Source: an optimization exercise on an open RTL-to-GDS flow (aim: small area, a short achievable clock period and few clock cycles per item). Production flows keep margins and buffers that such runs may drop. RTL that was checked went through simulation tests only; none was proved equivalent to the original.

==> flow/design.v (excerpt) <==
module fpu_pipe_wrap #(
  parameter int TAG_W = 4
) (
  input  logic             clk,
  input  logic             rst,
  input  logic             in_valid,
  output logic             in_ready,
  input  logic [1:0]       in_opcode,
  input  logic             in_fmt,
  input  logic [31:0]      in_x,
  input  logic [31:0]      in_y,
  input  logic [TAG_W-1:0] in_tag,
  output logic             out_valid,
  input  logic             out_ready,
  output logic [31:0]      out_r,
  output logic [TAG_W-1:0] out_tag
);
Size: about 3800 cells after synthesis, roughly 46 flip-flops, about 110 I/O pins.
Settings: LEC_CHECK=0, CAP_MARGIN=20, CORE_MARGIN=2, CORE_UTILIZATION=40, SLEW_MARGIN=20; clock period 32.0 ns.
run.sh (not shown) runs the stock make flow with config.mk's settings and CLKGATE_MAP_FILE= SYNTH_SCRIPT=/design/flow/synth_recipe.tcl, a recipe that flattens the netlist after the stock synthesis.
The starting point produced a clean layout.
Then changed:
==> flow/flow/run.sh (new file) <==
#!/bin/bash
# Own layout flow: the standard ORFS flow (standard.sh) with stronger timing repair.
# The clock and the SDC are the design's; only the resizer's setup target is raised
# (SETUP_SLACK_MARGIN), so repair_timing works on the longest paths until their slack
# is that far above zero, and the ports get stronger buffers (BUFFER_PORTS_ARGS).
# Every tool's output goes to a log file in this folder.
set -e
export SETUP_SLACK_MARGIN=18
export TNS_END_PERCENT=10
export BUFFER_PORTS_ARGS="-buffer_cell sky130_fd_sc_hd__buf_2"
bash standard.sh > standard_flow.log 2>&1
==> flow/standard.sh (new file) <==
#!/bin/bash
# synth_recipe.tcl (not shown) runs the flow's synth.tcl, then flattens the netlist and writes it again
# the make line also repeats each setting of config.mk as NAME=value (left out here)
make -C /OpenROAD-flow-scripts/flow DESIGN_CONFIG=/design/flow/config.mk WORK_HOME=/design/flow/orfs CLKGATE_MAP_FILE= SYNTH_SCRIPT=/design/flow/synth_recipe.tcl "${@:-finish}"
removed: flow/run.sh
Outcome: Worst setup slack gains 1300 ps; die area stays the same; maximum frequency rose by 9.8%; utilization fell by 0.75 points.
Function was not checked in any run of this note: the RTL went through the layout flow alone.

* * *

== try-maple ==
fpu_pipe_wrap, a different RTL version from the one above (not shown whole).
For scale: ~3700 cells after synthesis, roughly 46 flip-flops, ~110 I/O pins, about 0.026 mm2 of cells after synthesis.
export LEC_CHECK = 0
export ABC_AREA = 1
export CAP_MARGIN = 20
export CORE_MARGIN = 2
export CORE_UTILIZATION = 55
export SLEW_MARGIN = 20
create_clock -name core_clock -period 32.0 [get_ports {clk}]
standard.sh (not shown) runs the stock make flow with config.mk's settings and CLKGATE_MAP_FILE= SYNTH_SCRIPT=/design/flow/synth_recipe.tcl, a recipe that flattens the netlist after the stock synthesis.
==> flow/flow/run.sh <==
#!/bin/bash
# Own layout flow: the standard ORFS flow (standard.sh) with two changes.
# 1. Synthesis maps with ABC for area: flow/abc_area.script (map -a, no upsizing)
#    replaces ORFS's area script, which ABC_AREA=1 selects. Registers and every other
#    synthesis step are as in the standard flow.
# 2. Stronger timing repair: the clock and the SDC are the design's; only the resizer's
#    setup target is raised (SETUP_SLACK_MARGIN), so repair_timing works on the longest
#    paths until their slack is that far above zero, and the ports get buf_2 buffers.
# Every tool's output goes to a log file in this folder.
set -e
cp -r "$FLOW_HOME/scripts" ./scripts_local
cp flow/abc_area.script scripts_local/abc_area.script
cat scripts_local/abc_area.script > abc_script.log
export SCRIPTS_DIR="$PWD/scripts_local"
export SETUP_SLACK_MARGIN=18.8
export TNS_END_PERCENT=10
export BUFFER_PORTS_ARGS="-buffer_cell sky130_fd_sc_hd__buf_2"
bash standard.sh > standard_flow.log 2>&1
==> flow/flow/abc_area.script <==
strash
dch
map -a
topo
stime -c
buffer -c
dnsize -c
try-maple completed end to end with timing, DRC and antenna clean.
Testbench counts of try-maple, summed over its fixed seeds: cycles 32,008, items 32,000.
> inputs changed (try-maple -> try-ember)
- PLACE_DENSITY newly set to 0.68
-- flow/flow/run.sh --
<<< try-maple, line 2
# Own layout flow: the standard ORFS flow (standard.sh) with two changes.
# 1. Synthesis maps with ABC for area: flow/abc_area.script (map -a, no upsizing)
#    replaces ORFS's area script, which ABC_AREA=1 selects. Registers and every other
#    synthesis step are as in the standard flow.
>>> try-ember, line 2
# Own layout flow: the standard ORFS flow (standard.sh) with these changes.
# 1. Synthesis: before the fine step's quick ABC pass, full adders are extracted as the
#    RTL writes them (extract_fa -fa), so that pass cannot flip their polarity and leave
#    inverters between them; the later adder step then runs as usual. ABC maps for area
#    with flow/abc_area.script (map -a, no upsizing), which replaces ORFS's area script
#    (ABC_AREA=1 selects it). Registers and every other synthesis step are as in the
#    standard flow.
<<< try-maple, line 9
# Every tool's output goes to a log file in this folder.
>>> try-ember, line 12
# Every tool's output goes to a log file in this folder (ORFS's own logs under orfs/logs).
<<< try-maple, line 13
>>> try-ember, line 16
old='  synth -top $::env(DESIGN_NAME) -run fine: {*}$synth_full_args'
grep -qxF "$old" scripts_local/synth.tcl
awk -v old="$old" '
  $0 == old {
    print "  synth -top $::env(DESIGN_NAME) -run fine: -noabc {*}$synth_full_args"
    print "  extract_fa -fa"
    print "  abc -fast"
    print "  opt -fast"
    next
  }
  { print }' scripts_local/synth.tcl > scripts_local/synth.tcl.new
mv scripts_local/synth.tcl.new scripts_local/synth.tcl
grep -qxF "  extract_fa -fa" scripts_local/synth.tcl
diff "$FLOW_HOME/scripts/synth.tcl" scripts_local/synth.tcl > synth_tcl_patch.log || true
<<< try-maple, line 15
export SETUP_SLACK_MARGIN=18.8
>>> try-ember, line 32
export SETUP_SLACK_MARGIN=18.6
Looking at critical path class, the primary input to flop result is from try-ember; the primary input to output port one comes from try-maple.
The summed instance area of the synthesized netlist in try-maple is 1.06 times that in try-ember.
Smallest setup slack after layout ended up 0.024 ns higher on try-ember than on try-maple.
Going from try-maple to try-ember, fmax ~0 delta; detailed-routing iteration count for the pre-antenna-repair pass grew by 2.
Edits applied to the flow inputs when going from try-ember to try-amber:
- PLACE_DENSITY removed (was 0.68)
==> flow/flow/run.sh <==
#!/bin/bash
# Own layout flow: the standard ORFS flow (standard.sh) with two changes.
# 1. Synthesis maps with ABC for area: flow/abc_area.script replaces ORFS's area script
#    (which ABC_AREA=1 selects). Registers and every other synthesis step are as in the
#    standard flow; the resizer later buffers and sizes the gates for timing.
# 2. Stronger timing repair: the clock and the SDC are the design's; only the resizer's
#    setup target is raised (SETUP_SLACK_MARGIN), so repair_timing works on the longest
#    paths until their slack is that far above zero, and the ports get buf_2 buffers.
# Every tool's output goes to a log file in this folder.
set -e
cp -r "$FLOW_HOME/scripts" ./scripts_local
cp flow/abc_area.script scripts_local/abc_area.script
cat scripts_local/abc_area.script > abc_script.log
export SCRIPTS_DIR="$PWD/scripts_local"
export SETUP_SLACK_MARGIN=18.8
export TNS_END_PERCENT=10
export BUFFER_PORTS_ARGS="-buffer_cell sky130_fd_sc_hd__buf_2"
bash standard.sh > standard_flow.log 2>&1
==> flow/flow/abc_area.script <==
strash
dc2
dch
amap
topo
==> comparison <==
try-ember ended up with q_r[25] as its end point of the critical path; try-amber ended up with q_r[11].
Row adder-cell share of the synthesized area: try-amber higher / try-ember lower
met1 usage in global routing up 1.8 points in try-amber wrt try-ember
Summary — critical path required time, try-amber relative to try-ember: higher, by 0.14 ns.
Mean instance size in the synthesized netlist was higher in the run labelled try-amber.
### try-amber -> try-delta
- SLEW_MARGIN now 0, was 20
- CAP_MARGIN now 0, was 20
- PLACE_DENSITY now 0.75, previously not set
-- flow/flow/run.sh --
<<< try-amber, line 3
# 1. Synthesis maps with ABC for area: flow/abc_area.script replaces ORFS's area script
#    (which ABC_AREA=1 selects). Registers and every other synthesis step are as in the
#    standard flow; the resizer later buffers and sizes the gates for timing.
>>> try-delta, line 3
# 1. Synthesis maps with ABC for area: flow/abc_area.script (map -a, no upsizing)
#    replaces ORFS's area script, which ABC_AREA=1 selects. Registers and every other
#    synthesis step are as in the standard flow.
==> flow/flow/abc_area.script <==
strash
dch
map -a
topo
stime -c
buffer -c
dnsize -c
### Flow results
On compound-gate portion of the synthesized area, the higher figure sits with try-amber, not try-delta. Delta (try-delta minus try-amber): number of buffers inserted to repair setup after CTS down 137; area added between synthesis and finish shrank by 7.9 points; average via count per standard cell fell 0.50. Summary: with try-amber as the reference, average detailed-routed wire length per instance in try-delta moved down by more than 10%.

## static timing again, ports no longer ideal
The results above use ideal ports. As a check the final layouts listed here were re-extracted and re-timed, cells and wires unchanged. Step 1: set_driving_cell puts a clkbuf_16 on clk and a buf_2 on each other input, an assumption about the parent block. Step 2, shift: input delay + t, output delay - t, t = (earliest + latest rising clock arrival at the registers) / 2. This alone moves slack from input paths to output paths. a / b / c = ideal / step 1 / step 2; a / b = the first two.
| run | t, ns | setup WS [ns] | slew at the worst register clock pin (ns) | cell pins on the clock port's net |
|---|---|---|---|---|
| the first run of note 1 | 0.336 | 17.013 / 17.027 / 16.691 | 0.07 / 0.07 | 1 |
| the second run of note 1 | 0.338 | 18.346 / 18.269 / 17.931 | 0.07 / 0.07 | 1 |
| try-maple | 0.335 | 18.792 / 18.772 / 18.509 | 0.07 / 0.07 | 1 |
| try-ember | 0.332 | 18.816 / 18.804 / 18.506 | 0.07 / 0.07 | 1 |
| try-amber | 0.352 | 15.171 / 15.169 / 14.817 | 0.07 / 0.07 | 1 |
| try-delta | 0.333 | 18.839 / 18.819 / 18.725 | 0.06 / 0.06 | 1 |
After both steps setup and hold are still met in every run listed. For the second run of note 1, which loses most, drivers alone change the setup slack by -0.077 ns; drivers and shift together by -0.415 ns.
